What follows belongs to an exercise in optimizing a design on an open flow for small area, a short achievable clock period and few clock cycles; a production flow would make more cautious choices. Only simulation tests tie the RTL to the original design; equivalence was not proved. No activity file was given, so power comes from the tool's default toggle rates.

<file path="design.v">
package exe_pkg;
  localparam logic [4:0] ALU_ADD   = 5'd0;
  localparam logic [4:0] ALU_SUB   = 5'd1;
  localparam logic [4:0] ALU_AND   = 5'd2;
  localparam logic [4:0] ALU_OR    = 5'd3;
  localparam logic [4:0] ALU_XOR   = 5'd4;
  localparam logic [4:0] ALU_NOR   = 5'd5;
  localparam logic [4:0] ALU_SLT   = 5'd6;
  localparam logic [4:0] ALU_SLTU  = 5'd7;
  localparam logic [4:0] ALU_SLL   = 5'd8;
  localparam logic [4:0] ALU_SRL   = 5'd9;
  localparam logic [4:0] ALU_SRA   = 5'd10;
  localparam logic [4:0] ALU_SLLV  = 5'd11;
  localparam logic [4:0] ALU_SRLV  = 5'd12;
  localparam logic [4:0] ALU_SRAV  = 5'd13;
  localparam logic [4:0] ALU_LUI   = 5'd14;
  localparam logic [4:0] ALU_MULT  = 5'd16;
  localparam logic [4:0] ALU_MULTU = 5'd17;
  localparam logic [4:0] ALU_DIV   = 5'd18;
  localparam logic [4:0] ALU_DIVU  = 5'd19;
  localparam logic [4:0] ALU_MFHI  = 5'd20;
  localparam logic [4:0] ALU_MFLO  = 5'd21;
  localparam logic [4:0] ALU_MTHI  = 5'd22;
  localparam logic [4:0] ALU_MTLO  = 5'd23;
  localparam logic [1:0] SRC_RD2  = 2'b00;
  localparam logic [1:0] SRC_SIMM = 2'b01;
  localparam logic [1:0] SRC_ZIMM = 2'b10;
  localparam logic [1:0] FWD_RD  = 2'b00;
  localparam logic [1:0] FWD_WB  = 2'b01;
  localparam logic [1:0] FWD_MEM = 2'b10;
  localparam logic [1:0] MDOP_MULT  = 2'd0;
  localparam logic [1:0] MDOP_MULTU = 2'd1;
  localparam logic [1:0] MDOP_DIV   = 2'd2;
  localparam logic [1:0] MDOP_DIVU  = 2'd3;
  typedef enum logic [1:0] {S_IDLE, S_MUL, S_DIV} md_state_t;
  function automatic logic [1:0] md_sel(input logic [4:0] op);
    case (op)
      ALU_MULTU: md_sel = MDOP_MULTU;
      ALU_DIV:   md_sel = MDOP_DIV;
      ALU_DIVU:  md_sel = MDOP_DIVU;
      default:   md_sel = MDOP_MULT;
    endcase
  endfunction
  function automatic logic [35:0] add36(input logic [35:0] x, input logic [35:0] y,
                                       input logic cin);
    logic [35:0] g, p, G, P;
    logic [36:0] c;
    g = x & y;
    p = x ^ y;
    G = g;
    P = p;
    G[0] = g[0] | (p[0] & cin);
    for (int k = 0; k < 6; k++)
      for (int i = 35; i >= 0; i--)
        if ((i % (2 << k)) == (2 << k) - 1) begin
          G[i] = G[i] | (P[i] & G[i - (1 << k)]);
          P[i] = P[i] & P[i - (1 << k)];
        end
    for (int k = 4; k >= 0; k--)
      for (int i = 35; i >= 0; i--)
        if (i >= (3 << k) - 1 && (i % (2 << k)) == (1 << k) - 1) begin
          G[i] = G[i] | (P[i] & G[i - (1 << k)]);
          P[i] = P[i] & P[i - (1 << k)];
        end
    c = {G, cin};
    add36 = p ^ c[35:0];
  endfunction
  function automatic logic [31:0] cneg32(input logic [31:0] v, input logic neg);
    logic [31:0] o;
    o = v;
    for (int k = 0; k < 5; k++)
      for (int i = 31; i >= 0; i--)
        if ((i % (2 << k)) == (2 << k) - 1)
          o[i] = o[i] | o[i - (1 << k)];
    for (int k = 3; k >= 0; k--)
      for (int i = 31; i >= 0; i--)
        if (i >= (3 << k) - 1 && (i % (2 << k)) == (1 << k) - 1)
          o[i] = o[i] | o[i - (1 << k)];
    cneg32 = v ^ ({o[30:0], 1'b0} & {32{neg}});
  endfunction
  function automatic logic [4:0] clz32(input logic [31:0] v);
    logic [15:0] v16; logic [7:0] v8; logic [3:0] v4; logic [1:0] v2;
    logic z16, z8, z4, z2, z1;
    z16 = (v[31:16] == 16'd0); v16 = z16 ? v[15:0]  : v[31:16];
    z8  = (v16[15:8] == 8'd0); v8  = z8  ? v16[7:0] : v16[15:8];
    z4  = (v8[7:4] == 4'd0);   v4  = z4  ? v8[3:0]  : v8[7:4];
    z2  = (v4[3:2] == 2'd0);   v2  = z2  ? v4[1:0]  : v4[3:2];
    z1  = ~v2[1];
    clz32 = {z16, z8, z4, z2, z1};
  endfunction
endpackage
module md_iter_unit
#(
  parameter int WIDTH = 32
) (
  input  logic             clk,
  input  logic             rst_n,
  input  logic             start,
  input  logic [1:0]       op,
  input  logic [WIDTH-1:0] a,
  input  logic [WIDTH-1:0] b,
  input  logic             wr_hi,
  input  logic             wr_lo,
  output logic             busy,
  output logic [WIDTH-1:0] hi,
  output logic [WIDTH-1:0] lo,
  input  logic             sh_free,
  output logic             sh_req,
  output logic [WIDTH-1:0] sh_val,
  output logic [4:0]       sh_amt,
  input  logic [WIDTH-1:0] sh_res
);
  localparam logic [2:0] P_STEP = 3'd0, P_SETUP = 3'd1, P_NEGD = 3'd2, P_NEGH = 3'd3,
                         P_RFIN = 3'd4, P_FIXL = 3'd5, P_MFIX = 3'd6, P_ALIGN = 3'd7;
  localparam logic [2:0] BD_ZERO = 3'b000, BD_PLUS = 3'b001, BD_MINUS = 3'b101;
  logic [31:0] hi_r, lo_r, d;
  logic        busy_r, is_div, msgn, sa, sb, nq, hs;
  logic [2:0]  bd0, bd1;
  logic [2:0]  ph;
  logic [4:0]  cnt;
  logic        zacc, ainv;
  function automatic logic [1:0] dp_ctl(input logic [2:0] p, input logic s_a);
    dp_ctl = {(p == P_NEGD) || (p == P_FIXL), (p == P_NEGH) || ((p == P_RFIN) && s_a)};
  endfunction
  function automatic logic [2:0] booth(input logic b2, input logic b1, input logic b0);
    booth = {b2, (b2 & ~b1 & ~b0) | (~b2 & b1 & b0), b1 ^ b0};
  endfunction
  logic        last, rneg, d_zero, st_signed, acc_e, setup_go;
  logic [31:0] d_al;
  logic [33:0] mA;
  logic [35:0] pp0, pp1, acc_x, cs_s, cs_c, msum;
  logic [4:0]  za, zb;
  logic [5:0]  n;
  always_comb begin
    last    = (cnt == 5'd0);
    mA      = {{2{msgn & d[31]}}, d};
    acc_e   = ((is_div ? hs : hi_r[31]) & ~zacc) ^ ainv;
    acc_x   = {2'b01, ~acc_e, acc_e, (hi_r & {32{~zacc}}) ^ {32{ainv}}};
    pp0 = (({34{bd0[0]}} & mA) | ({34{bd0[1]}} & {mA[32:0], 1'b0})) ^ {34{bd0[2]}};
    pp1 = (({34{bd1[0]}} & mA) | ({34{bd1[1]}} & {mA[32:0], 1'b0})) ^ {34{bd1[2]}};
    pp0 = {2'b00, ~pp0[33], pp0[32:0]};
    pp1 = {~pp1[33], pp1[32:0], bd1[2], bd1[2]};
    cs_s = acc_x ^ pp0 ^ pp1;
    cs_c = {((acc_x[34:0] & pp0[34:0]) | (acc_x[34:0] & pp1[34:0]) | (pp0[34:0] & pp1[34:0])),
            bd1[2] | ainv};
    msum = exe_pkg::add36(cs_s, cs_c, bd0[2]);
    rneg = msum[35];
    st_signed = op[1] & ~op[0];
    d_zero = (d == 32'd0);
    za = exe_pkg::clz32(hi_r);
    zb = exe_pkg::clz32(d);
    n  = {1'b0, zb} - {1'b0, za};
    d_al = sh_res;
    sh_req = busy_r & is_div & (ph == P_ALIGN);
    sh_val = d;
    sh_amt = cnt;
  end
  always_ff @(posedge clk or negedge rst_n) begin
    if (!rst_n) begin
      busy_r <= 1'b0;
      hi_r   <= '0;
      lo_r   <= '0;
    end else if (start) begin
      busy_r <= 1'b1;
      hi_r   <= op[1] ? a : 32'd0;
      lo_r   <= b;
    end else if (busy_r) begin
      case (ph)
        P_STEP: begin
          if (!is_div) begin
            hi_r <= msum[35:4];
            lo_r <= {msum[3:0], lo_r[31:4]};
            if (last && !(~msgn && lo_r[3])) busy_r <= 1'b0;
          end else begin
            hi_r <= msum[31:0];
            lo_r <= {lo_r[30:0], ~rneg};
            if (last && !rneg && !sa && !nq) busy_r <= 1'b0;
          end
        end
        P_SETUP: begin
          lo_r <= d_zero ? 32'hFFFF_FFFF : 32'd0;
          if ((d_zero || n[5]) && !sa) busy_r <= 1'b0;
        end
        P_NEGD, P_ALIGN: ;
        P_NEGH: hi_r <= msum[31:0];
        P_RFIN: begin
          hi_r <= msum[31:0];
          if (!nq) busy_r <= 1'b0;
        end
        P_FIXL: begin
          lo_r   <= msum[31:0];
          busy_r <= 1'b0;
        end
        default: begin   
          hi_r   <= msum[31:0];
          busy_r <= 1'b0;
        end
      endcase
    end else begin
      if (wr_hi) hi_r <= a;
      if (wr_lo) lo_r <= a;
    end
  end
  always_ff @(posedge clk) begin
    if (start) begin
      is_div <= op[1];
      msgn   <= ~op[1] & ~op[0];
      cnt    <= 5'd7;
      hs     <= 1'b0;
      sa     <= st_signed & a[31];
      sb     <= st_signed & b[31];
      nq     <= st_signed & (a[31] ^ b[31]);
      if (!op[1]) begin
        ph  <= P_STEP;
        {zacc, ainv} <= dp_ctl(P_STEP, st_signed & a[31]);
        bd0 <= booth(b[1], b[0], 1'b0);
        bd1 <= booth(b[3], b[2], b[1]);
      end else begin
        ph  <= (st_signed & b[31]) ? P_NEGD : (st_signed & a[31]) ? P_NEGH : P_SETUP;
        {zacc, ainv} <= dp_ctl((st_signed & b[31]) ? P_NEGD : (st_signed & a[31]) ? P_NEGH : P_SETUP, st_signed & a[31]);
        bd0 <= (st_signed & b[31]) ? BD_MINUS : BD_ZERO;
        bd1 <= BD_ZERO;
      end
    end else if (busy_r) begin
      case (ph)
        P_STEP: begin
          cnt <= cnt - 5'd1;
          if (!is_div) begin
            if (last) begin
              ph  <= P_MFIX;
              {zacc, ainv} <= dp_ctl(P_MFIX, sa);
              bd0 <= BD_PLUS;
              bd1 <= BD_ZERO;
            end else begin
              bd0 <= booth(lo_r[5], lo_r[4], lo_r[3]);
              bd1 <= booth(lo_r[7], lo_r[6], lo_r[5]);
            end
          end else begin
            hs <= rneg;
            if (!last) begin
              bd0 <= rneg ? BD_PLUS : BD_MINUS;
            end else begin
              ph  <= P_RFIN;
              {zacc, ainv} <= dp_ctl(P_RFIN, sa);
              bd0 <= rneg ? (sa ? BD_MINUS : BD_PLUS) : BD_ZERO;
            end
          end
        end
        P_NEGD: begin
          ph  <= sa ? P_NEGH : P_SETUP;
          {zacc, ainv} <= dp_ctl(sa ? P_NEGH : P_SETUP, sa);
          bd0 <= BD_ZERO;
        end
        P_NEGH: begin
          ph  <= P_SETUP;
          {zacc, ainv} <= dp_ctl(P_SETUP, sa);
        end
        P_SETUP: begin
          cnt <= n[4:0];
          if (d_zero || n[5]) begin
            nq  <= 1'b0;
            ph  <= P_RFIN;
            {zacc, ainv} <= dp_ctl(P_RFIN, sa);
            bd0 <= BD_ZERO;
          end else begin
            ph  <= P_ALIGN;
            {zacc, ainv} <= dp_ctl(P_ALIGN, sa);
          end
        end
        P_ALIGN: if (sh_free) begin
          ph  <= P_STEP;
          {zacc, ainv} <= dp_ctl(P_STEP, sa);
          bd0 <= BD_MINUS;
        end
        P_RFIN: begin
          ph  <= P_FIXL;
          {zacc, ainv} <= dp_ctl(P_FIXL, sa);
          bd0 <= BD_MINUS;
        end
        default: ;
      endcase
    end
  end
  logic [31:0] d_oth;
  logic        align_go;
  always_comb begin
    d_oth = d;
    if (start)
      d_oth = op[1] ? b : a;
    else if (busy_r && is_div) begin
      if (ph == P_STEP && !last) d_oth = {1'b0, d[31:1]};
      if (ph == P_NEGD)          d_oth = msum[31:0];
      if (ph == P_RFIN)          d_oth = lo_r;
    end
    align_go = !start && busy_r && is_div && (ph == P_ALIGN) && sh_free;
  end
  always_ff @(posedge clk) d <= align_go ? d_al : d_oth;
  assign busy = busy_r;
  assign hi   = hi_r;
  assign lo   = lo_r;
endmodule
module execute_stage_md
#(
  parameter int WIDTH  = 32,
  parameter int RA_W   = 5,
  parameter int CTRL_W = 5
) (
  input  logic              clk,
  input  logic              rst_n,
  input  logic              ValidE,
  input  logic              RegDstE,
  input  logic [1:0]        ALUSrcE,
  input  logic [CTRL_W-1:0] ALUControlE,
  input  logic [4:0]        shamtE,
  input  logic [WIDTH-1:0]  Rd1E,
  input  logic [WIDTH-1:0]  Rd2E,
  input  logic [RA_W-1:0]   RsE,
  input  logic [RA_W-1:0]   RtE,
  input  logic [RA_W-1:0]   RdE,
  input  logic [15:0]       immE,
  input  logic [WIDTH-1:0]  signImmE,
  input  logic [WIDTH-1:0]  ALUOutMIn,
  input  logic [WIDTH-1:0]  ResultW,
  input  logic [1:0]        ForwardAE,
  input  logic [1:0]        ForwardBE,
  output logic [RA_W-1:0]   RsEtoHU,
  output logic [RA_W-1:0]   RtEtoHU,
  output logic              MdStallE,
  output logic              ValidM,
  output logic [WIDTH-1:0]  ALUOutM,
  output logic [WIDTH-1:0]  WriteDataM,
  output logic [RA_W-1:0]   WriteRegM,
  output logic              MdBusy
);
  logic [WIDTH-1:0] src_a, fwd_b, src_b, alu_res, hi, lo, md_sh_val;
  logic [4:0]       md_sh_amt;
  logic             sh_op, sh_free, md_sh;
  logic md_group, md_arith, md_start, wr_hi, wr_lo, unit_busy, md_sh_req;
  assign RsEtoHU = RsE;
  assign RtEtoHU = RtE;
  always_comb begin
    case (ForwardAE)
      exe_pkg::FWD_WB:  src_a = ResultW;
      exe_pkg::FWD_MEM: src_a = ALUOutMIn;
      default: src_a = Rd1E;
    endcase
    case (ForwardBE)
      exe_pkg::FWD_WB:  fwd_b = ResultW;
      exe_pkg::FWD_MEM: fwd_b = ALUOutMIn;
      default: fwd_b = Rd2E;
    endcase
  end
  always_comb begin
    logic use_f, sel_rd, sel_wb, sel_mem, sel_s, sel_z;
    use_f   = (ALUSrcE == 2'b00) || (ALUSrcE == 2'b11);
    sel_s   = (ALUSrcE == exe_pkg::SRC_SIMM);
    sel_z   = (ALUSrcE == exe_pkg::SRC_ZIMM);
    sel_wb  = use_f && (ForwardBE == exe_pkg::FWD_WB);
    sel_mem = use_f && (ForwardBE == exe_pkg::FWD_MEM);
    sel_rd  = use_f && !(ForwardBE == exe_pkg::FWD_WB) && !(ForwardBE == exe_pkg::FWD_MEM);
    src_b = ({WIDTH{sel_rd}}  & Rd2E)      | ({WIDTH{sel_wb}} & ResultW) |
            ({WIDTH{sel_mem}} & ALUOutMIn) | ({WIDTH{sel_s}}  & signImmE) |
            ({WIDTH{sel_z}}   & WIDTH'(immE));
  end
  logic        sub, shl, sra;
  logic [4:0]  shamt;
  logic [32:0] addr;
  logic [31:0] sh_in, sh_out, sh_rev;
  logic        lt_s, lt_u;
  always_comb begin
    sub  = (ALUControlE != exe_pkg::ALU_ADD);
    addr = {1'b0, src_a} + {1'b0, src_b ^ {32{sub}}} + {32'd0, sub};
    lt_u = ~addr[32];
    lt_s = (src_a[31] ^ src_b[31]) ? src_a[31] : addr[31];
    shl   = (ALUControlE[2:0] == 3'd0) || (ALUControlE[2:0] == 3'd3);   
    sra   = (ALUControlE[2:0] == 3'd2) || (ALUControlE[2:0] == 3'd5);   
    shamt = (ALUControlE[2] | (ALUControlE[1] & ALUControlE[0])) ? src_a[4:0] : shamtE;
    sh_op   = ~ALUControlE[4] & ALUControlE[3];
    sh_free = ~sh_op;
    md_sh   = md_sh_req & sh_free;
    for (int i = 0; i < 32; i++)
      sh_in[i] = md_sh ? md_sh_val[31-i] : shl ? src_b[31-i] : src_b[i];
    if (md_sh) shamt = md_sh_amt;
    sh_out = 32'($signed({sra & ~md_sh & src_b[31], sh_in}) >>> shamt);
    for (int i = 0; i < 32; i++) sh_rev[i] = sh_out[31-i];
  end
  always_comb begin
    alu_res = '0;
    case (ALUControlE)
      exe_pkg::ALU_ADD:  alu_res = addr[31:0];
      exe_pkg::ALU_SUB:  alu_res = addr[31:0];
      exe_pkg::ALU_AND:  alu_res = src_a & src_b;
      exe_pkg::ALU_OR:   alu_res = src_a | src_b;
      exe_pkg::ALU_XOR:  alu_res = src_a ^ src_b;
      exe_pkg::ALU_NOR:  alu_res = ~(src_a | src_b);
      exe_pkg::ALU_SLT:  alu_res = {31'd0, lt_s};
      exe_pkg::ALU_SLTU: alu_res = {31'd0, lt_u};
      exe_pkg::ALU_SLL:  alu_res = sh_rev;
      exe_pkg::ALU_SRL:  alu_res = sh_out;
      exe_pkg::ALU_SRA:  alu_res = sh_out;
      exe_pkg::ALU_SLLV: alu_res = sh_rev;
      exe_pkg::ALU_SRLV: alu_res = sh_out;
      exe_pkg::ALU_SRAV: alu_res = sh_out;
      exe_pkg::ALU_LUI:  alu_res = {immE, 16'd0};
      exe_pkg::ALU_MFHI: alu_res = hi;
      exe_pkg::ALU_MFLO: alu_res = lo;
      default:  alu_res = '0;
    endcase
  end
  assign md_group = (ALUControlE[4:3] == 2'b10);
  assign md_arith = (ALUControlE[4:2] == 3'b100);
  assign MdBusy   = unit_busy & ~md_arith;
  assign MdStallE = ValidE & MdBusy & md_group;
  assign md_start = ValidE & md_arith;
  assign wr_hi    = ValidE & ~unit_busy & (ALUControlE == exe_pkg::ALU_MTHI);
  assign wr_lo    = ValidE & ~unit_busy & (ALUControlE == exe_pkg::ALU_MTLO);
  md_iter_unit #(.WIDTH(WIDTH)) u_md (
    .clk   (clk),
    .rst_n (rst_n),
    .start (md_start),
    .op    (ALUControlE[1:0]),
    .a     (src_a),
    .b     (fwd_b),
    .wr_hi (wr_hi),
    .wr_lo (wr_lo),
    .busy  (unit_busy),
    .hi    (hi),
    .lo    (lo),
    .sh_free (sh_free),
    .sh_req  (md_sh_req),
    .sh_val  (md_sh_val),
    .sh_amt  (md_sh_amt),
    .sh_res  (sh_rev)
  );
  always_ff @(posedge clk or negedge rst_n) begin
    if (!rst_n) ValidM <= 1'b0;
    else        ValidM <= ValidE & ~MdStallE;
  end
  always_ff @(posedge clk) begin
    ALUOutM    <= alu_res;
    WriteDataM <= fwd_b;
    WriteRegM  <= RegDstE ? RdE : RtE;
  end
endmodule
</file>
<file path="flow/run.sh">
#!/bin/bash
# Standard ORFS layout (the standard.sh, standard synthesis included),
# except that the port buffers are buf_2 cells (resizable within the buf
# family) instead of the resizer's default pick.
set -euo pipefail
bash standard.sh BUFFER_PORTS_ARGS="-buffer_cell sky130_fd_sc_hd__buf_2" finish > flow_make.log 2>&1
</file>
<file path="standard.sh">
#!/bin/bash
# synth_recipe.tcl (not shown) runs the flow's synth.tcl, then flattens the netlist and writes it again
# the make line also repeats each setting of config.mk as NAME=value (left out here)
make -C /OpenROAD-flow-scripts/flow DESIGN_CONFIG=/design/flow/config.mk WORK_HOME=/design/flow/orfs CLKGATE_MAP_FILE= SYNTH_SCRIPT=/design/flow/synth_recipe.tcl "${@:-finish}"
</file>
<file path="config.mk">
export PLATFORM = sky130hd
export DESIGN_NAME = execute_stage_md
export DESIGN_NICKNAME = execute_stage_md
export VERILOG_FILES = /design/flow/design.v
export SDC_FILE = /design/flow/constraint.sdc
export NUM_CORES = 4
export LEC_CHECK = 0
export CAP_MARGIN = 20
export CORE_MARGIN = 2
export CORE_UTILIZATION = 40
export SETUP_SLACK_MARGIN = 2.0
export SLEW_MARGIN = 20
</file>
<file path="constraint.sdc">
create_clock -name core_clock -period 8.0 [get_ports {clk}]
set_input_delay 1.6000 -clock core_clock [delete_from_list [all_inputs] [get_ports {clk}]]
set_output_delay 1.6000 -clock core_clock [all_outputs]
set_load 0.01 [all_outputs]
</file>
==> out/metrics.yaml, run 1 <==
global_route:
  grt_antenna_before_repair: 14
  overflow: 0
  grt_pass1_vias: 27500
  grt_max_degree: 67
  grt_usage_pct: 48.4
  grt_pass1_wl_mm: 212
pwr:
  power_leakage_nw: 12.1
  peakVddDrop_uv: 321
  powerDensity_mw_per_mm2: 337
  power_w: 0.00929
yosys:
  ys_seq_elements: 188
  synth-seq-area-share_pct: 19.0
  syn_area_sq_mm: 0.0240
  yosysUniqueCellTypes: 90
  synthArstFlopShare_pct: 35.1
  postSynthAreaPerCell_sq_um: 7.84
  synth-main-ff-cell: "dfxtp_1"
  yosys_warnings: 2
  synth_top_family_by_area: "compound AO/OA/AOI/OAI gates"
  synth_edf_count: 47
  synthXorXnorAreaFrac_pct: 6.76
  syn-num-nets: 3465
  synthSimpleGateAreaFrac_pct: 15.2
  synth-compound-area-share_pct: 32.2
  netlist_instances: 3058
  synth_fa_ha_area_share_pct: 12.0
  muxShareOfSynthArea_pct: 7.02
sta:
  finalSetupTns_ns: 0
  max_freq_ghz: 0.170
  skew_ns: 0.0242
  grt_setup_unrepaired: "true"
  finalHoldViolCount: 0
  final_max_slew_viol_count: 0
  worst_pin_slew_ns: 1.33
  period_share_pct: 73.4
  setup_viol: 0
  slew_headroom_pct: 11.1
  period_needed_ns: 5.87
clock_network:
  clockRootBuffer: "clkbuf_16"
  cts_tree: "done"
  cts_buffers: 17
  insertion_delay_ns: 0.52
  clk_pin_slew_worst_paths_ns: 0.10
  htree_levels: 4
  clock-sinks: 188
  cts-hold-fix-buffers: 0
  clk_path_buf_depth: 2
setup_path:
  slowest_stage: "a2111oi_0"
  cp_cell_sequence: "buf_12 -> a22oi_1 -> xor2_1 -> fa_1 -> inv_1 -> ha_2 -> a21o_1 -> a21o_1 -> a221o_1 -> a221o_1 -> o21ai_2 -> a21oi_1 -> or2_4 -> fa_1 -> mux2i_1 -> o22ai_1 -> a2111oi_0 -> a21oi_1"
  slowest_delay_ns: 0.79
  crit_path_end: "u_md.d[28]"
  required_ns: 8.24
  start_kind: "flip-flop"
  endpoint_kind: "flip-flop"
  r2r-start: "u_md.bd0[0]"
  crit_path_start: "u_md.bd0[0]"
  r2r_cells: 18
  r2r_end: "u_md.d[28]"
  critPathMaxFanout: 7
  criticalPathCategory: "reg -> reg"
  rrSetupSlack_ns: 2.13
  worstPathArrival_ns: 6.12
place:
  place_hpwl_mm: 119
  io_buffer_count: 282
  globalplace.congestion: 1.09
floorplan:
  fp-row-count: 89
  start_util_pct: 40.5
  ioPinCount: 293
  coreArea_sq_mm: 0.0591
  die_area_sq_mm: 0.0619
  die_w_um: 249
  die_y_um: 249
run_status:
  outcome: "no timing/DRC/antenna violations"
layout:
  n_fill_cell: 5878
  nets: 3654
  seqCellArea_sq_mm: 0.00456
  area_growth_pct: 14.9
  drive_above_1_share_pct: 19.6
  final_core_util_pct: 46.5
  multiInputGateArea_sq_mm: 0.0179
drt:
  via_per_inst: 7.24
  vias: 29200
  drc_errors: 0
  wire_per_inst_um: 38.5
  drt_iter0_drc: 4887
  drtAntennaViolNets: 0
  drt-pass1-iter-count: 10
  drt-total-wl_mm: 155
flow_run:
  maxCapViolations: 0
min_path:
  hp-class: "reg -> reg"
cell type report:
cell class,count,share of cell area (%)
multi-input combinational,2402,64.9
sequential,188,16.6
timing repair buffer,456,10.0
tap,773,3.51
inverter,182,2.50
clock buffer,17,1.55
clock inverter,15,0.873
antenna,6,0.0546
report_power, final:
part / internal [W] / switching, W / leakage [nW] / total [W]
clock: 0.000447 / 0.000556 / 0.316 / 0.00100
sequential: 0.00121 / 0.000606 / 1.83 / 0.00182
combinational: 0.00212 / 0.00435 / 9.91 / 0.00646
total: 0.00378 / 0.00551 / 12.1 / 0.00929
worst max-delay path, delay by kind of cell (launching register included):
| kind | cells | cell delay (ns) |
|---|---|---|
| AO/OA/AOI/OAI | 10 | 2.57 |
| adder cells (fa/ha/maj) | 3 | 1.41 |
| flip-flops | 1 | 0.53 |
| AND/OR/NAND/NOR | 1 | 0.29 |
| multiplexers | 1 | 0.28 |
| buffers and inverters | 2 | 0.27 |
| XOR/XNOR | 1 | 0.26 |
state kept, by name, indices dropped and copies added, names as in the netlist:
signal	count
ALUOutM	32
ValidM	1
WriteDataM	32
WriteRegM	5
u_md.ainv	1
u_md.bd0	3
u_md.bd1	3
u_md.busy_r	1
u_md.cnt	5
u_md.d	32
u_md.hi_r	32
u_md.hs	1
u_md.is_div	1
u_md.lo_r	32
u_md.msgn	1
u_md.nq	1
u_md.ph	3
u_md.sa	1
u_md.zacc	1
how the worst min path moves through the flow:
| stage | start | endpoint | slack [ns] | cells past startpoint |
|---|---|---|---|---|
| after CTS | u_md.hs | u_md.hs | 0.51 | 2 |
| after global routing | u_md.hs | u_md.hs | 0.52 | 2 |
| after detailed placement | u_md.hs | u_md.hs | 0.50 | 2 |
| after floorplan | u_md.hs | u_md.hs | 0.45 | 2 |
| after global placement | u_md.hs | u_md.hs | 0.48 | 2 |
| final | u_md.hs | u_md.hs | 0.51 | 2 |
synthesized netlist by cell type, drive strengths merged, types with 28 or more instances:
master | count | area [sq um]
fa | 56 | 1120
dfrtp | 66 | 1650
nor2b | 45 | 282
a211oi | 34 | 260
a21o | 65 | 488
a222oi | 41 | 410
nand3 | 80 | 400
inv | 180 | 676
clkbuf | 205 | 774
a22oi | 126 | 946
nor2 | 200 | 751
a221oi | 48 | 427
ha | 140 | 1750
nor3 | 61 | 305
mux2 | 37 | 420
nor4 | 28 | 175
o221ai | 53 | 464
dfxtp | 75 | 1500
buf | 82 | 420
o22ai | 53 | 332
o21ai | 185 | 926
mux2i | 81 | 811
a221o | 51 | 510
edfxtp | 47 | 1410
a22o | 38 | 333
xnor2 | 124 | 1090
a31oi | 46 | 294
nand2 | 269 | 1010
xor2 | 61 | 534
a21oi | 215 | 1080
cells in the final DEF, fill, tap and decap left out, types with 27 or more instances in the layout:
cell      Yosys  routed
buf_2        27     282
a21o_1       65      65
a222oi_1     41      41
xor2_1       61      56
a221o_1      51      50
nand3_1      80      73
dfxtp_1      75      75
nor3_1       61      56
mux2i_1      81      81
edfxtp_1     47      47
ha_1        140     137
fa_1         56      55
buf_4        13     167
nand2_1     268     268
nor2_1      200     195
o21ai_0     160     152
mux2_2       36      36
inv_1       178     178
a21oi_1     215     215
o21ai_1      25      27
o221ai_1     53      53
a31oi_1      45      44
nor2b_1      45      44
nor4_1       28      28
a22o_1       38      38
a22oi_1     126     125
a211oi_1     33      32
xnor2_1     124     122
o211ai_1     27      27
o22ai_1      53      53
dfrtp_1      66      66
a221oi_1     47      44
cell families (layout without fill, tap and decap cells):
group	count (synthesis)	in the layout
DFF	188	188
AOI/OAI and AO/OA	1096	1096
and+or+nand+nor	786	787
muxes	138	138
other	0	6
buffers and inverters	469	670
xor gates and xnor gates	185	185
adders and majority gates	196	196
repair_timing:
item,in CTS,in global routing
pin swaps,1,7
resized for setup,15,33
gates cloned,0,2
setup endpoints to repair,24,30
setup buffers,8,10
stage by stage:
| stage | instances | area, sq um | worst slack, ns | hold WS, ns |
|---|---|---|---|---|
| 2_1_floorplan | 3058 | 24000 | 2.14 | 0.454 |
| 3_3_place_gp | 3979 | 26400 | 1.32 | 0.476 |
| 3_5_place_dp | 3979 | 26400 | 1.20 | 0.498 |
| 4_1_cts | 4019 | 27200 | 1.94 | 0.507 |
| 5_1_grt | 4033 | 27500 | 1.91 | 0.521 |
| 6_report | 4039 | 27500 | 2.13 | 0.513 |
per-layer routing:
| metal | track usage (%) | wire (um) | vias to the layer above |
|---|---|---|---|
| met4 | 39.5 | 15300 | 20 |
| li1 | - | - | 11800 |
| met3 | 18.0 | 22000 | 676 |
| met5 | 2.39 | 312 | - |
| met1 | 58.5 | 55500 | 14100 |
| met2 | 68.0 | 62200 | 2666 |
Testbench counts, summed over its fixed seeds: cycles 3,816.
==> inputs of run 2 (changes only) <==
--- a/design.v
+++ b/design.v
@@ -112,15 +112,22 @@
 );
   localparam logic [2:0] P_STEP = 3'd0, P_SETUP = 3'd1, P_NEGD = 3'd2, P_NEGH = 3'd3,
                          P_RFIN = 3'd4, P_FIXL = 3'd5, P_MFIX = 3'd6, P_ALIGN = 3'd7;
-  localparam logic [2:0] BD_ZERO = 3'b000, BD_PLUS = 3'b001, BD_MINUS = 3'b101;
+  localparam logic [2:0] BD_ZERO = 3'b000, BD_PLUS = 3'b001, BD_MINUS = 3'b101, BD_TWO = 3'b010;
   logic [31:0] hi_r, lo_r, d;
   logic        busy_r, is_div, msgn, sa, sb, nq, hs;
   logic [2:0]  bd0, bd1;
   logic [2:0]  ph;
   logic [4:0]  cnt;
+  logic [4:0]  ra;      
   logic        zacc, ainv;
   function automatic logic [1:0] dp_ctl(input logic [2:0] p, input logic s_a);
-    dp_ctl = {(p == P_NEGD) || (p == P_FIXL), (p == P_NEGH) || ((p == P_RFIN) && s_a)};
+    dp_ctl = {(p == P_NEGD) || (p == P_FIXL) || (p == P_ALIGN),
+              (p == P_NEGH) || ((p == P_RFIN) && s_a)};
+  endfunction
+  function automatic logic [5:0] align_bd(input logic [4:0] r);
+    if (r >= 5'd3)      align_bd = {BD_TWO,  BD_ZERO};   
+    else if (r == 5'd2) align_bd = {BD_PLUS, BD_ZERO};   
+    else                align_bd = {BD_ZERO, BD_TWO};    
   endfunction
   function automatic logic [2:0] booth(input logic b2, input logic b1, input logic b0);
     booth = {b2, (b2 & ~b1 & ~b0) | (~b2 & b1 & b0), b1 ^ b0};
@@ -153,7 +160,7 @@
     d_al = sh_res;
     sh_req = busy_r & is_div & (ph == P_ALIGN);
     sh_val = d;
-    sh_amt = cnt;
+    sh_amt = ra;
   end
   always_ff @(posedge clk or negedge rst_n) begin
     if (!rst_n) begin
@@ -262,15 +269,25 @@
             ph  <= P_RFIN;
             {zacc, ainv} <= dp_ctl(P_RFIN, sa);
             bd0 <= BD_ZERO;
+          end else if (n[4:0] == 5'd0) begin
+            ph  <= P_STEP;
+            {zacc, ainv} <= dp_ctl(P_STEP, sa);
+            bd0 <= BD_MINUS;
           end else begin
+            ra  <= n[4:0];
             ph  <= P_ALIGN;
             {zacc, ainv} <= dp_ctl(P_ALIGN, sa);
+            {bd1, bd0} <= align_bd(n[4:0]);
           end
         end
-        P_ALIGN: if (sh_free) begin
+        P_ALIGN: if (sh_free || ra <= 5'd3) begin
           ph  <= P_STEP;
           {zacc, ainv} <= dp_ctl(P_STEP, sa);
           bd0 <= BD_MINUS;
+          bd1 <= BD_ZERO;
+        end else begin
+          ra  <= ra - 5'd3;
+          {bd1, bd0} <= align_bd(ra - 5'd3);
         end
         P_RFIN: begin
           ph  <= P_FIXL;
@@ -291,6 +308,7 @@
       if (ph == P_STEP && !last) d_oth = {1'b0, d[31:1]};
       if (ph == P_NEGD)          d_oth = msum[31:0];
       if (ph == P_RFIN)          d_oth = lo_r;
+      if (ph == P_ALIGN)         d_oth = msum[31:0];
     end
     align_go = !start && busy_r && is_div && (ph == P_ALIGN) && sh_free;
   end
==> run 2 against run 1 <==
Via count is 0.49% higher; synthesized cell count increased by 4.2%; sequential power up 14%; non-clock buffer count down 19; critical endpoint is now u_md.d[21].
==> out/metrics.yaml, run 2 <==
pwr:
  power_leakage_nw: 11.8  # was 12.1 nW
  peakVddDrop_uv: 323  # was 321 uV
  powerDensity_mw_per_mm2: 392  # was 337 mW/mm^2
drt:
  drc_errors: 0  # unchanged
  drt_iter0_drc: 5379  # was 4887
  via_per_inst: 7.05  # was 7.24
  wire_per_inst_um: 35.6  # was 38.5 um
  drtAntennaViolNets: 0  # unchanged
  drt-pass1-iter-count: 14  # was 10
  vias: 29400  # was 29200
  drt-total-wl_mm: 149  # was 155 mm
setup_path:
  worstPathArrival_ns: 6.51  # was 6.12 ns
  required_ns: 8.39  # was 8.24 ns
  criticalPathCategory: "reg -> reg"  # unchanged
  endpoint_kind: "flip-flop"  # unchanged
  critPathMaxFanout: 4  # was 7
  start_kind: "flip-flop"  # unchanged
layout:
  n_fill_cell: 6145  # was 5878
  nets: 3765  # was 3654
  stdcell_area_sq_mm: 0.0278  # was 0.0275 sq mm
  fin_cells: 4171  # was 4039
  final_cell_mix: "nand2_1 (281), buf_2 (281), a21oi_1 (271), nor2_1 (268), o21ai_0 (201)"  # was buf_2 (282), nand2_1 (268), a21oi_1 (215), nor2_1 (195), inv_1 (178)
  area_growth_pct: 14.2  # was 14.9%
  drive_above_1_share_pct: 18.4  # was 19.6%
  final_core_util_pct: 46.2  # was 46.5%
global_route:
  met3_usage_pct: 16.2  # was 18.0%
  gr-usage-met2_pct: 64.4  # was 68.0%
  grt_pass1_vias: 26500  # was 27500
  grt_antenna_before_repair: 18  # was 14
  grt_usage_pct: 45.7  # was 48.4%
  grt_pass1_wl_mm: 203  # was 212 mm
  busiest_layer: "met2"  # unchanged
  grt_max_degree: 82  # was 67
  overflow: 0  # unchanged
  grt_use_met1_pct: 55.8  # was 58.5%
yosys:
  synth.area.top_cells: "ha_1 (7.3%), dfrtp_1 (6.8%), edfxtp_1 (6.4%)"  # was ha_1 (7.3%), dfrtp_1 (6.9%), dfxtp_1 (6.3%)
  ys_seq_elements: 193  # was 188
  synth.most_common_cell: "nand2_1"  # unchanged
  synth_top_area_share_pct: 7.30  # was 7.31%
  syn-num-nets: 3595  # was 3465
  synth-seq-area-share_pct: 19.4  # was 19.0%
  synth_common_cells: "nand2_1 (281), a21oi_1 (277), nor2_1 (276)"  # was nand2_1 (268), a21oi_1 (215), clkbuf_1 (201)
  synthArstFlopShare_pct: 34.2  # was 35.1%
  syn_area_sq_mm: 0.0244  # was 0.0240 sq mm
  yosysUniqueCellTypes: 89  # was 90
  postSynthAreaPerCell_sq_um: 7.64  # was 7.84 sq um
  yosys_warnings: 2  # unchanged
  synth_edf_count: 52  # was 47
  synth-main-ff-cell: "dfxtp_1"  # unchanged
  netlist_instances: 3186  # was 3058
  synth_area_leader_cell: "ha_1"  # unchanged
place:
  placed_area_sq_mm: 0.0267  # was 0.0264 sq mm
  globalplace.congestion: 1.07  # was 1.09
  dp.cells: 4096  # was 3979
  io_buffer_count: 282  # unchanged
  place_hpwl_mm: 113  # was 119 mm
clock_network:
  cts_buffers: 17  # unchanged
  htree_levels: 4  # unchanged
  clk_pin_slew_worst_paths_ns: 0.12  # was 0.10 ns
  clockRootBuffer: "clkbuf_16"  # unchanged
  clock-sinks: 193  # was 188
  cts_tree: "done"  # unchanged
  clk_path_buf_depth: 2  # unchanged
  insertion_delay_ns: 0.53  # was 0.52 ns
run_status:
  outcome: "no timing/DRC/antenna violations"  # unchanged
sta:
  worst_pin_slew_ns: 1.30  # was 1.33 ns
  whs_ns: 0.512  # was 0.513 ns
  grt_setup_unrepaired: "false"  # was true
  period_needed_ns: 6.12  # was 5.87 ns
  final_max_slew_viol_count: 0  # unchanged
  slew_headroom_pct: 13.0  # was 11.1%
  period_share_pct: 76.5  # was 73.4%
  finalHoldViolCount: 0  # unchanged
  setup_viol: 0  # unchanged
  skew_ns: 0.0321  # was 0.0242 ns
  max_freq_ghz: 0.163  # was 0.170 GHz
  finalSetupTns_ns: 0  # unchanged
floorplan:
  fp-row-count: 90  # was 89
  die_area_sq_mm: 0.0629  # was 0.0619 sq mm
  start_util_pct: 40.4  # was 40.5%
  die_w_um: 251  # was 249 um
  ioPinCount: 293  # unchanged
  die_y_um: 251  # was 249 um
  coreArea_sq_mm: 0.0602  # was 0.0591 sq mm
flow_run:
  maxCapViolations: 0  # unchanged
min_path:
  hp-class: "reg -> reg"  # unchanged
## run 2: cell types whose count changed after synthesis, sizes merged, moves of 24 or more
cell   previous run  this run
a21o             65        29
o22ai            53        19
a21oi           215       279
o21ai           185       228
nor2            200       277
nand3            80        56
## run 2: area by class of cell
type	count	area (sq um)	area share [%]
diodes	20	50.0	0.180
clock buffers	17	425	1.53
clock inverters	15	241	0.868
inverters	194	732	2.63
multi-input cells	2513	18000	64.8
flip-flops and latches	193	4720	17.0
well taps	782	978	3.52
repair buffers	437	2660	9.55
## run 2: what timing repair did
item | 4_1_cts | 5_1_grt
gates resized for setup | 17 | 25
hold buffers | 0 | 0
gates cloned | 1 | 1
endpoints found under the setup margin | 25 | 41
setup buffers | 6 | 15
pin swaps | 2 | 6
## run 2: worst paths after layout
kind                              start       endpoint  cells past startpoint  slack [ns]
hold reg to reg                 u_md.hs        u_md.hs                      2        0.51
setup / recovery           u_md.hi_r[0]     u_md.d[21]                     18        1.88
hold / removal                  u_md.hs        u_md.hs                      2        0.51
min in group asynchronous         rst_n  u_md.lo_r[18]                      1        1.23
max in group asynchronous         rst_n    u_md.busy_r                      1        6.05
setup reg to reg           u_md.hi_r[0]     u_md.d[21]                     18        1.88
## run 2: report_power, final
| part | internal [W] | total (W) | switching (W) |
|---|---|---|---|
| clock | 0.000456 | 0.00103 | 0.000570 |
| combinational | 0.00263 | 0.00780 | 0.00517 |
| sequential | 0.00130 | 0.00207 | 0.000765 |
## run 2: cells by family (layout without fill, tap and decap cells)
kind of cell	after synthesis	after routing	share of synthesized area [%]
simple gates	833	834	15.3
compound gates	1146	1146	32.3
xor+xnor	185	185	6.65
fa+ha+maj	198	198	11.9
flops	193	193	19.4
mux	150	150	6.58
other cells	0	20	0
buf+inv	481	663	7.93
## run 2: through the flow
step / setup WS, ns / power [W]
floorplan: 2.16 / 0.00578
global placement: 1.23 / 0.00895
detailed placement: 1.21 / 0.00893
CTS: 1.83 / 0.0101
global route: 1.97 / 0.0111
finish: 1.88 / 0.0109
## run 2: critical path: stages (launching register included)
cell and delay, ns:
dfrtp_2 0.46, nor2b_2 0.26, xnor2_1 0.14, fa_1 0.55, inv_1 0.05, fa_1 0.44, fa_2 0.37, a21oi_2 0.18
nand4b_1 0.17, a21boi_1 0.11, o32a_1 0.41, a41oi_2 0.23, buf_4 0.16, o21bai_1 0.09, fa_1 0.44, xor2_1 0.72
o22ai_1 0.24, nor3_1 0.78, a221o_1 0.20
## run 2: routing by layer
layer  up-vias  share of wire, %
li1      12100                 -
met1     13900                36
met2      2728                40
met3       687                14
met4         8                10
met5         -             0.032
Testbench counts of run 2, summed over its fixed seeds: cycles 3,793.
==> inputs of run 3 (changes only) <==
--- a/design.v
+++ b/design.v
@@ -167,45 +167,51 @@
       busy_r <= 1'b0;
       hi_r   <= '0;
       lo_r   <= '0;
-    end else if (start) begin
-      busy_r <= 1'b1;
-      hi_r   <= op[1] ? a : 32'd0;
-      lo_r   <= b;
-    end else if (busy_r) begin
-      case (ph)
-        P_STEP: begin
-          if (!is_div) begin
-            hi_r <= msum[35:4];
-            lo_r <= {msum[3:0], lo_r[31:4]};
-            if (last && !(~msgn && lo_r[3])) busy_r <= 1'b0;
-          end else begin
+    end else begin
+      if (start) begin
+        busy_r <= 1'b1;
+        hi_r   <= op[1] ? a : 32'd0;
+        lo_r   <= b;
+      end else if (busy_r) begin
+        case (ph)
+          P_STEP: begin
+            if (!is_div) begin
+              hi_r <= msum[35:4];
+              lo_r <= {msum[3:0], lo_r[31:4]};
+              if (last && !(~msgn && lo_r[3])) busy_r <= 1'b0;
+            end else begin
+              hi_r <= msum[31:0];
+              lo_r <= {lo_r[30:0], ~rneg};
+              if (last && !rneg && !sa && !nq) busy_r <= 1'b0;
+            end
+          end
+          P_SETUP: begin
+            lo_r <= d_zero ? 32'hFFFF_FFFF : 32'd0;
+            if ((d_zero || n[5]) && !sa) busy_r <= 1'b0;
+          end
+          P_NEGD, P_ALIGN: ;
+          P_NEGH: hi_r <= msum[31:0];
+          P_RFIN: begin
             hi_r <= msum[31:0];
-            lo_r <= {lo_r[30:0], ~rneg};
-            if (last && !rneg && !sa && !nq) busy_r <= 1'b0;
+            if (!nq) busy_r <= 1'b0;
           end
-        end
-        P_SETUP: begin
-          lo_r <= d_zero ? 32'hFFFF_FFFF : 32'd0;
-          if ((d_zero || n[5]) && !sa) busy_r <= 1'b0;
-        end
-        P_NEGD, P_ALIGN: ;
-        P_NEGH: hi_r <= msum[31:0];
-        P_RFIN: begin
-          hi_r <= msum[31:0];
-          if (!nq) busy_r <= 1'b0;
-        end
-        P_FIXL: begin
-          lo_r   <= msum[31:0];
-          busy_r <= 1'b0;
-        end
-        default: begin   
-          hi_r   <= msum[31:0];
-          busy_r <= 1'b0;
-        end
-      endcase
-    end else begin
-      if (wr_hi) hi_r <= a;
-      if (wr_lo) lo_r <= a;
+          P_FIXL: begin
+            lo_r   <= msum[31:0];
+            busy_r <= 1'b0;
+          end
+          default: begin   
+            hi_r   <= msum[31:0];
+            busy_r <= 1'b0;
+          end
+        endcase
+      end else begin
+        if (wr_hi) hi_r <= a;
+        if (wr_lo) lo_r <= a;
+      end
+      if (!start && busy_r && is_div && (ph == P_STEP)) begin
+        lo_r[0] <= ~rneg;
+        if (last && !sa && !nq) busy_r <= rneg;
+      end
     end
   end
   always_ff @(posedge clk) begin
@@ -297,6 +303,11 @@
         default: ;
       endcase
     end
+    if (!start && busy_r && is_div && (ph == P_STEP)) begin
+      hs  <= rneg;
+      bd0 <= last ? (rneg ? (sa ? BD_MINUS : BD_PLUS) : BD_ZERO)
+                  : (rneg ? BD_PLUS : BD_MINUS);
+    end
   end
   logic [31:0] d_oth;
   logic        align_go;
==> run 3 against run 2 <==
Core utilization decreased by 0.46 points; critical path type is now in -> reg; sequential share of layout area grew 0.11 points; clock power is essentially flat; via count decreased by 0.11%; register-to-register slack improved by 0.33 ns; critical path depth fell by 2; worst hold slack better by 0.028 ns; still clean; largest cell class unchanged; largest power group unchanged.
==> out/metrics.yaml, run 3 <==
run_status:
  outcome: "no timing/DRC/antenna violations"  # unchanged
flow_run:
  maxCapViolations: 0  # unchanged
clock_network:
  clock-sinks: 193  # unchanged
  clockRootBuffer: "clkbuf_16"  # unchanged
  insertion_delay_ns: 0.52  # was 0.53 ns
  htree_levels: 4  # unchanged
  clk_path_buf_depth: 2  # unchanged
  clk_pin_slew_worst_paths_ns: 0.10  # was 0.12 ns
  cts_buffers: 17  # unchanged
  cts_tree: "done"  # unchanged
layout:
  area_growth_pct: 12.4  # was 14.2%
  final_cell_mix: "buf_2 (281), nor2_1 (276), a21oi_1 (255), nand2_1 (219), inv_1 (174)"  # was nand2_1 (281), buf_2 (281), a21oi_1 (271), nor2_1 (268), o21ai_0 (201)
  final_common_cell: "buf_2"
  nets: 3720  # was 3765
  drive_above_1_share_pct: 17.0  # was 18.4%
yosys:
  synthArstFlopShare_pct: 34.2  # unchanged
  synth_edf_count: 53  # was 52
  synth-compound-area-share_pct: 33.3  # was 32.3%
  synth-main-ff-cell: "dfxtp_1"  # unchanged
  yosys_warnings: 2  # unchanged
  synth_top_family_by_area: "compound AO/OA/AOI/OAI gates"  # unchanged
  synth.area.top_cells: "ha_1 (7.2%), dfrtp_1 (6.7%), edfxtp_1 (6.5%)"  # was ha_1 (7.3%), dfrtp_1 (6.8%), edfxtp_1 (6.4%)
  syn-num-nets: 3589  # was 3595
  muxShareOfSynthArea_pct: 5.06  # was 6.58%
  yosysUniqueCellTypes: 91  # was 89
  synth.most_common_cell: "nor2_1"  # was nand2_1
  ys_seq_elements: 193  # unchanged
  synth_top_area_share_pct: 7.21  # was 7.30%
  synthSimpleGateAreaFrac_pct: 16.2  # was 15.3%
  syn_area_sq_mm: 0.0246  # was 0.0244 sq mm
  synth_common_cells: "nor2_1 (282), a21oi_1 (257), nand2_1 (219)"  # was nand2_1 (281), a21oi_1 (277), nor2_1 (276)
  synth_area_leader_cell: "ha_1"  # unchanged
  synth_fa_ha_area_share_pct: 11.7  # was 11.9%
  synth-seq-area-share_pct: 19.2  # was 19.4%
  netlist_instances: 3181  # was 3186
  synthXorXnorAreaFrac_pct: 6.90  # was 6.65%
  postSynthAreaPerCell_sq_um: 7.74  # was 7.64 sq um
global_route:
  grt_antenna_before_repair: 14  # was 18
  met3_usage_pct: 16.6  # was 16.2%
  grt_pass1_vias: 26900  # was 26500
  grt_usage_pct: 43.0  # was 45.7%
  busiest_layer: "met2"  # unchanged
  grt_use_met1_pct: 51.6  # was 55.8%
  overflow: 0  # unchanged
  gr-usage-met2_pct: 60.5  # was 64.4%
  grt_max_degree: 77  # was 82
  grt_pass1_wl_mm: 197  # was 203 mm
min_path:
  hp-class: "reg -> reg"  # unchanged
  hp-start: "u_md.cnt[4]"  # was u_md.hs
  whs_path_depth: 2  # unchanged
  whs_endpoint: "u_md.cnt[4]"  # was u_md.hs
setup_path:
  endpoint_kind: "flip-flop"  # unchanged
  rrSetupSlack_ns: 2.21  # was 1.88 ns
  cp_cell_sequence: "buf_2 -> inv_1 -> ha_4 -> a221o_1 -> nand2_1 -> mux2i_1 -> fa_1 -> a21oi_1 -> o211a_1 -> or4_1 -> a31oi_1 -> a211oi_1 -> xnor2_1 -> a21oi_1 -> o21ai_0 -> a31o_2"  # was nor2b_2 -> xnor2_1 -> fa_1 -> inv_1 -> fa_1 -> fa_2 -> a21oi_2 -> nand4b_1 -> a21boi_1 -> o32a_1 -> a41oi_2 -> buf_4 -> o21bai_1 -> fa_1 -> xor2_1 -> o22ai_1 -> nor3_1 -> a221o_1
  criticalPathCategory: "in -> reg"  # was reg -> reg
  slowest_delay_ns: 0.58  # was 0.78 ns
  r2r-start: "u_md.hi_r[0]"  # unchanged
  critPathMaxFanout: 32  # was 4
  slowest_stage: "mux2i_1"  # was nor3_1
  worst-path-buf-inv: 2  # unchanged
  crit_path_frequent_cell: "a21oi_1"  # was fa_1
  r2r_cells: 19  # was 18
  start_kind: "input port"  # was flip-flop
  r2r_end: "u_md.d[26]"  # was u_md.d[21]
  critical-path-top-delay-family: "compound AO/OA/AOI/OAI gates"  # was adder cells
  required_ns: 8.41  # was 8.39 ns
  worstPathArrival_ns: 6.26  # was 6.51 ns
place:
  place_hpwl_mm: 107  # was 113 mm
  io_buffer_count: 282  # unchanged
  globalplace.congestion: 1.07  # about the same
  dp_slack_ns: 1.54  # was 1.21 ns
sta:
  worst_pin_slew_ns: 1.27  # was 1.30 ns
  setup_viol: 0  # unchanged
  skew_ns: 0.0207  # was 0.0321 ns
  period_needed_ns: 5.85  # was 6.12 ns
  worst_slack_ns: 2.15  # was 1.88 ns
  finalHoldViolCount: 0  # unchanged
  grt_setup_unrepaired: "true"  # was false
  final_max_slew_viol_count: 0  # unchanged
  whs_ns: 0.540  # was 0.512 ns
  finalSetupTns_ns: 0  # unchanged
  slew_headroom_pct: 14.9  # was 13.0%
  max_freq_ghz: 0.171  # was 0.163 GHz
  period_share_pct: 73.1  # was 76.5%
drt:
  drt_iter0_drc: 5153  # was 5379
  drtAntennaViolNets: 0  # unchanged
  drc_errors: 0  # unchanged
  vias: 29400  # about the same
  drt-total-wl_mm: 141  # was 149 mm
  drt-pass1-iter-count: 9  # was 14
  wire_per_inst_um: 34.2  # was 35.6 um
  via_per_inst: 7.14  # was 7.05
floorplan:
  die_y_um: 252  # was 251 um
  ioPinCount: 293  # unchanged
  start_util_pct: 40.7  # was 40.4%
  fp-row-count: 90  # unchanged
  coreArea_sq_mm: 0.0606  # was 0.0602 sq mm
  die_w_um: 252  # was 251 um
  die_area_sq_mm: 0.0636  # was 0.0629 sq mm
pwr:
  power_leakage_nw: 11.6  # was 11.8 nW
  powerDensity_mw_per_mm2: 389  # was 392 mW/mm^2
  peakVddDrop_uv: 567  # was 323 uV
run 3: worst max-delay path by stage:
| stage | end | from | cells after the start | slack, ns |
|---|---|---|---|---|
| floorplan | u_md.busy_r | u_md.bd0[0] | 27 | 2.16 |
| global placement | u_md.busy_r | u_md.bd0[0] | 27 | 1.54 |
| detailed placement | u_md.busy_r | u_md.bd0[0] | 27 | 1.54 |
| CTS | u_md.busy_r | u_md.bd0[0] | 27 | 2.02 |
| global route | u_md.ra[3] | u_md.hi_r[27] | 20 | 1.94 |
| finish | ALUOutM[22] | ForwardAE[0] | 16 | 2.15 |
run 3: cell families after synthesis:
family	count (synthesis)
mux	108
compound gates	1150
fa+ha+maj	197
xor+xnor	194
flops	193
simple gates	866
buf+inv	473
run 3: repair_timing:
action / 4_1_cts / 5_1_grt
gates cloned: 0 / 1
hold buffers: 0 / 0
pin swaps: 1 / 10
gates resized for setup: 5 / 17
setup buffers: 0 / 13
setup endpoints to repair: 19 / 24
run 3: worst reg2reg max path: stages (launching register included):
cell      delay (ns)
dfrtp_1         0.42
nor2b_2         0.18
xnor2_1         0.14
fa_1            0.53
inv_1           0.05
fa_1            0.43
fa_2            0.35
a21o_1          0.20
a311o_1         0.27
a21o_1          0.23
a311oi_4        0.42
inv_2           0.08
a21o_1          0.22
buf_4           0.15
a21o_1          0.16
a21oi_1         0.20
fa_1            0.56
a211oi_1        0.75
nor2_1          0.11
a31oi_1         0.17
run 3: cell type report:
| cell class | count | area (sq um) |
|---|---|---|
| antenna | 4 | 10.0 |
| clock buffer | 17 | 425 |
| clock inverter | 15 | 239 |
| fill | 6215 | 32900 |
| inverter | 179 | 672 |
| multi-input combinational | 2515 | 18300 |
| sequential | 193 | 4730 |
| tap | 782 | 978 |
| timing repair buffer | 406 | 2380 |
run 3: power by group:
part / total [W] / internal (W) / switching, W / leakage (nW)
logic: 0.00773 / 0.00271 / 0.00502 / 9.44
registers: 0.00203 / 0.00131 / 0.000719 / 1.84
clock network: 0.00102 / 0.000456 / 0.000566 / 0.322
total: 0.0108 / 0.00448 / 0.00630 / 11.6
run 3: per-layer routing:
layer	vias up	share of wire, %
met5	-	0.12
met2	2668	40
met1	13800	36
met3	741	14
li1	12100	-
met4	10	10
run 3: per-stage QoR:
stage | instance area [sq um] | util [%] | std cells | total power [W]
2_1_floorplan | 24600 | - | 3181 | 0.00606
6_report | 27700 | 45.7 | 4111 | 0.0108
5_1_grt | 27700 | 45.7 | 4107 | 0.0111
4_1_cts | 27500 | 45.3 | 4093 | 0.0102
3_5_place_dp | 26800 | 44.2 | 4061 | 0.00910
3_3_place_gp | 26800 | 44.2 | 4061 | 0.00910
Testbench counts of run 3, summed over its fixed seeds: cycles 3,793.
==> inputs of run 4 (changes only) <==
--- a/design.v
+++ b/design.v
@@ -310,20 +310,19 @@
     end
   end
   logic [31:0] d_oth;
-  logic        align_go;
+  logic        align_go, d_msum;
   always_comb begin
     d_oth = d;
     if (start)
       d_oth = op[1] ? b : a;
     else if (busy_r && is_div) begin
       if (ph == P_STEP && !last) d_oth = {1'b0, d[31:1]};
-      if (ph == P_NEGD)          d_oth = msum[31:0];
       if (ph == P_RFIN)          d_oth = lo_r;
-      if (ph == P_ALIGN)         d_oth = msum[31:0];
     end
+    d_msum   = !start && busy_r && is_div && ((ph == P_NEGD) || (ph == P_ALIGN));
     align_go = !start && busy_r && is_div && (ph == P_ALIGN) && sh_free;
   end
-  always_ff @(posedge clk) d <= align_go ? d_al : d_oth;
+  always_ff @(posedge clk) d <= align_go ? d_al : d_msum ? msum[31:0] : d_oth;
   assign busy = busy_r;
   assign hi   = hi_r;
   assign lo   = lo_r;
==> run 4 against run 3 <==
Core utilization rose by 0.065 points; area after synthesis is 0.75% lower; maximum frequency up 0.30%; routed wire length up 0.95%; combinational power down 11%; die area decreased by 0.74%; worst hold slack lost 0.018 ns; still clean; largest power group unchanged; synthesized cell count about the same.
==> out/metrics.yaml, run 4 <==
yosys:
  syn-num-nets: 3590  # was 3589
  postSynthAreaPerCell_sq_um: 7.68  # was 7.74 sq um
  synthSimpleGateAreaFrac_pct: 15.6  # was 16.2%
  synthArstFlopShare_pct: 34.2  # unchanged
  synth.area.top_cells: "ha_1 (7.3%), dfrtp_1 (6.8%), edfxtp_1 (6.5%)"  # was ha_1 (7.2%), dfrtp_1 (6.7%), edfxtp_1 (6.5%)
  synth-seq-area-share_pct: 19.3  # was 19.2%
  synth-main-ff-cell: "dfxtp_1"  # unchanged
  synthXorXnorAreaFrac_pct: 6.66  # was 6.90%
  yosysUniqueCellTypes: 88  # was 91
  ys_seq_elements: 193  # unchanged
  synth_area_leader_cell: "ha_1"  # unchanged
  netlist_instances: 3182  # was 3181
  synth-compound-area-share_pct: 30.9  # was 33.3%
  synth.most_common_cell: "nor2_1"  # unchanged
  yosys_warnings: 2  # unchanged
  synth_fa_ha_area_share_pct: 11.8  # was 11.7%
  synth_edf_count: 53  # unchanged
  synth_top_family_by_area: "compound AO/OA/AOI/OAI gates"  # unchanged
  synth_top_area_share_pct: 7.27  # was 7.21%
  muxShareOfSynthArea_pct: 7.58  # was 5.06%
  synth_common_cells: "nor2_1 (297), nand2_1 (245), a21oi_1 (224)"  # was nor2_1 (282), a21oi_1 (257), nand2_1 (219)
  syn_area_sq_mm: 0.0244  # was 0.0246 sq mm
layout:
  final_cell_mix: "nor2_1 (292), buf_2 (281), nand2_1 (242), a21oi_1 (222), inv_1 (194)"  # was buf_2 (281), nor2_1 (276), a21oi_1 (255), nand2_1 (219), inv_1 (174)
  seqCellArea_sq_mm: 0.00473  # about the same
  multiInputGateArea_sq_mm: 0.0180  # was 0.0183 sq mm
  final_core_util_pct: 45.8  # was 45.7%
  nets: 3737  # was 3720
  n_fill_cell: 6231  # was 6215
  drive_above_1_share_pct: 17.4  # was 17.0%
  fin_cells: 4135  # was 4111
  area_growth_pct: 13.0  # was 12.4%
  final_common_cell: "nor2_1"  # was buf_2
clock_network:
  clk_pin_slew_worst_paths_ns: 0.09  # was 0.10 ns
  clk_path_buf_depth: 2  # unchanged
  cts_buffers: 17  # unchanged
  clock-sinks: 193  # unchanged
  htree_levels: 4  # unchanged
  cts-hold-fix-buffers: 0  # unchanged
  insertion_delay_ns: 0.52  # about the same
  clockRootBuffer: "clkbuf_16"  # unchanged
  cts_tree: "done"  # unchanged
setup_path:
  required_ns: 8.38  # was 8.41 ns
  slowest_delay_ns: 0.90  # was 0.58 ns
  cp_cell_sequence: "buf_2 -> inv_1 -> ha_2 -> nor3b_4 -> buf_4 -> buf_4 -> a222oi_1 -> xnor2_1 -> ha_1 -> a21o_1 -> o21ba_2 -> o21bai_1 -> a21oi_1 -> o21bai_1 -> a21o_1 -> nor3_1 -> a21oi_1 -> mux2i_1 -> o41ai_1"  # was buf_2 -> inv_1 -> ha_4 -> a221o_1 -> nand2_1 -> mux2i_1 -> fa_1 -> a21oi_1 -> o211a_1 -> or4_1 -> a31oi_1 -> a211oi_1 -> xnor2_1 -> a21oi_1 -> o21ai_0 -> a31o_2
  endpoint_kind: "flip-flop"  # unchanged
  critPathMaxFanout: 23  # was 32
  slowest_stage: "a222oi_1"  # was mux2i_1
  worstPathArrival_ns: 6.21  # was 6.26 ns
  worst-path-buf-inv: 4  # was 2
  critical-path-top-delay-family: "compound AO/OA/AOI/OAI gates"  # unchanged
  start_kind: "input port"  # unchanged
  criticalPathCategory: "in -> reg"  # unchanged
floorplan:
  fp-row-count: 90  # unchanged
  die_y_um: 251  # was 252 um
  die_area_sq_mm: 0.0631  # was 0.0636 sq mm
  ioPinCount: 293  # unchanged
  start_util_pct: 40.5  # was 40.7%
  coreArea_sq_mm: 0.0604  # was 0.0606 sq mm
  die_w_um: 251  # was 252 um
global_route:
  grt_pass1_vias: 25900  # was 26900
  grt_pass1_wl_mm: 197  # about the same
  grt_max_degree: 71  # was 77
  grt_antenna_before_repair: 15  # was 14
  grt_usage_pct: 43.8  # was 43.0%
  overflow: 0  # unchanged
sta:
  skew_ns: 0.0293  # was 0.0207 ns
  slew_headroom_pct: 17.7  # was 14.9%
  worst_slack_ns: 2.17  # was 2.15 ns
  period_needed_ns: 5.83  # was 5.85 ns
  period_share_pct: 72.9  # was 73.1%
  finalSetupTns_ns: 0  # unchanged
  whs_ns: 0.522  # was 0.540 ns
  setup_viol: 0  # unchanged
  finalHoldViolCount: 0  # unchanged
  grt_setup_unrepaired: "true"  # unchanged
  max_freq_ghz: 0.172  # was 0.171 GHz
  worst_pin_slew_ns: 1.23  # was 1.27 ns
  final_max_slew_viol_count: 0  # unchanged
drt:
  wire_per_inst_um: 34.3  # was 34.2 um
  drt_iter0_drc: 4581  # was 5153
  drc_errors: 0  # unchanged
  drt-total-wl_mm: 142  # was 141 mm
  via_per_inst: 6.88  # was 7.14
  vias: 28400  # was 29400
  drt-pass1-iter-count: 11  # was 9
  drtAntennaViolNets: 0  # unchanged
pwr:
  peakVddDrop_uv: 253  # was 567 uV
  power_leakage_nw: 12.1  # was 11.6 nW
  powerDensity_mw_per_mm2: 353  # was 389 mW/mm^2
flow_run:
  maxCapViolations: 0  # unchanged
place:
  io_buffer_count: 282  # unchanged
  globalplace.congestion: 1.07  # about the same
  dp.cells: 4082  # was 4061
  dp_slack_ns: 1.11  # was 1.54 ns
  place_hpwl_mm: 108  # was 107 mm
run_status:
  outcome: "no timing/DRC/antenna violations"  # unchanged
min_path:
  hp-class: "reg -> reg"  # unchanged
## run 4: cell count changes after synthesis, moves of 18 or more
cell      before  now
o221ai_1      59   28
nor4_1        42   16
a311oi_1       2   25
inv_1        176  194
mux2i_1       59  129
o21ai_0      157  183
a21oi_1      257  224
nand2_1      219  245
nor3_1        73   53
o21ai_1        7   25
## run 4: timing repair
item / 4_1_cts / 5_1_grt
endpoints found under the setup margin: 10 / 13
setup buffers: 4 / 6
cloned: 0 / 0
pin swaps: 2 / 8
gates resized for setup: 18 / 16
## run 4: report_power, final
group	switching [W]	internal, W	leakage (nW)	total (W)
clock	0.000556	0.000454	0.323	0.00101
sequential	0.000611	0.00128	1.87	0.00189
combinational	0.00443	0.00243	9.92	0.00686
## run 4: logic make-up (layout without fill, tap and decap cells)
logic type | Yosys count | after routing
muxes | 179 | 179
buffers and inverters | 493 | 653
xor gates and xnor gates | 186 | 186
AOI/OAI and AO/OA | 1085 | 1085
other | 0 | 11
and+or+nand+nor | 849 | 849
adders and majority gates | 197 | 197
DFF | 193 | 193
## run 4: worst paths after layout
| kind | from | to | slack [ns] | cells after the start |
|---|---|---|---|---|
| max in group asynchronous | rst_n | u_md.hi_r[0] | 5.90 | 2 |
| min in group asynchronous | rst_n | u_md.lo_r[22] | 1.02 | 1 |
| worst max-delay path | ForwardBE[0] | ALUOutM[0] | 2.17 | 19 |
| worst min register to register | u_md.cnt[2] | u_md.cnt[2] | 0.52 | 1 |
| worst min-delay path | u_md.cnt[2] | u_md.cnt[2] | 0.52 | 1 |
| worst max register to register | u_md.hi_r[0] | u_md.bd0[2] | 2.22 | 24 |
## run 4: cell type report
class                           count  area share, %
Multi-Input combinational cell   2496           65.0
Sequential cell                   193           17.1
Timing Repair Buffer              422           9.07
Tap cell                          782           3.54
Inverter                          199           2.71
Clock buffer                       17           1.54
Clock inverter                     15          0.892
Antenna cell                       11         0.0996
## run 4: routing by layer
layer | vias up | part of all wire (%) | track usage (%)
li1 | 12000 | - | -
met1 | 13400 | 37 | 53.6
met2 | 2417 | 40 | 61.3
met3 | 596 | 14 | 15.6
met4 | 10 | 9.7 | 36.0
met5 | - | 0.073 | 2.55
## run 4: worst register-to-register path, delay by kind of cell, from the launching register on
family	cells	cell delay, ns
flip-flops	1	0.46
AND/OR/NAND/NOR	4	0.50
buffers and inverters	2	0.18
AO/OA/AOI/OAI	12	2.42
adder cells (fa/ha/maj)	4	1.71
XOR/XNOR	2	0.40
## run 4: per-stage QoR
stage / total power [W] / cell area, sq um
2_1_floorplan: 0.00557 / 24400
3_3_place_gp: 0.00821 / 26700
3_5_place_dp: 0.00820 / 26700
4_1_cts: 0.00929 / 27400
5_1_grt: 0.0101 / 27600
6_report: 0.00976 / 27600
Testbench counts of run 4, summed over its fixed seeds: cycles 3,793.

==> static timing again, ports no longer ideal <==
Ports are ideal in the flow. The routed layouts listed here were re-timed in OpenROAD.
Step 1, drivers: a clkbuf_16 drives clk and a buf_2 each remaining input, both assumed.
Step 2 times the ports against the registers' clock, not the clock port: input delays grow and output delays shrink by t, the midpoint of the rising clock arrivals with the driver on.
Three values: ideal, step 1, step 2; two values: the first two.
| run | shift t [ns] | setup slack, ns | hold slack, ns | worst register clock-pin slew, ns |
|---|---|---|---|---|
| run 1 | 0.568 | 2.127 / 2.127 / 1.603 | 0.513 / 0.513 / 0.513 | 0.10 / 0.10 |
| run 2 | 0.576 | 1.878 / 1.878 / 1.613 | 0.512 / 0.512 / 0.512 | 0.12 / 0.12 |
| run 3 | 0.568 | 2.153 / 2.191 / 1.623 | 0.540 / 0.540 / 0.540 | 0.10 / 0.10 |
| run 4 | 0.564 | 2.170 / 2.205 / 1.641 | 0.522 / 0.522 / 0.522 | 0.11 / 0.11 |
After both steps every run listed still meets setup and hold. The setup slack of run 3, which loses most, moves by +0.038 ns with the drivers and by -0.530 ns with both steps.
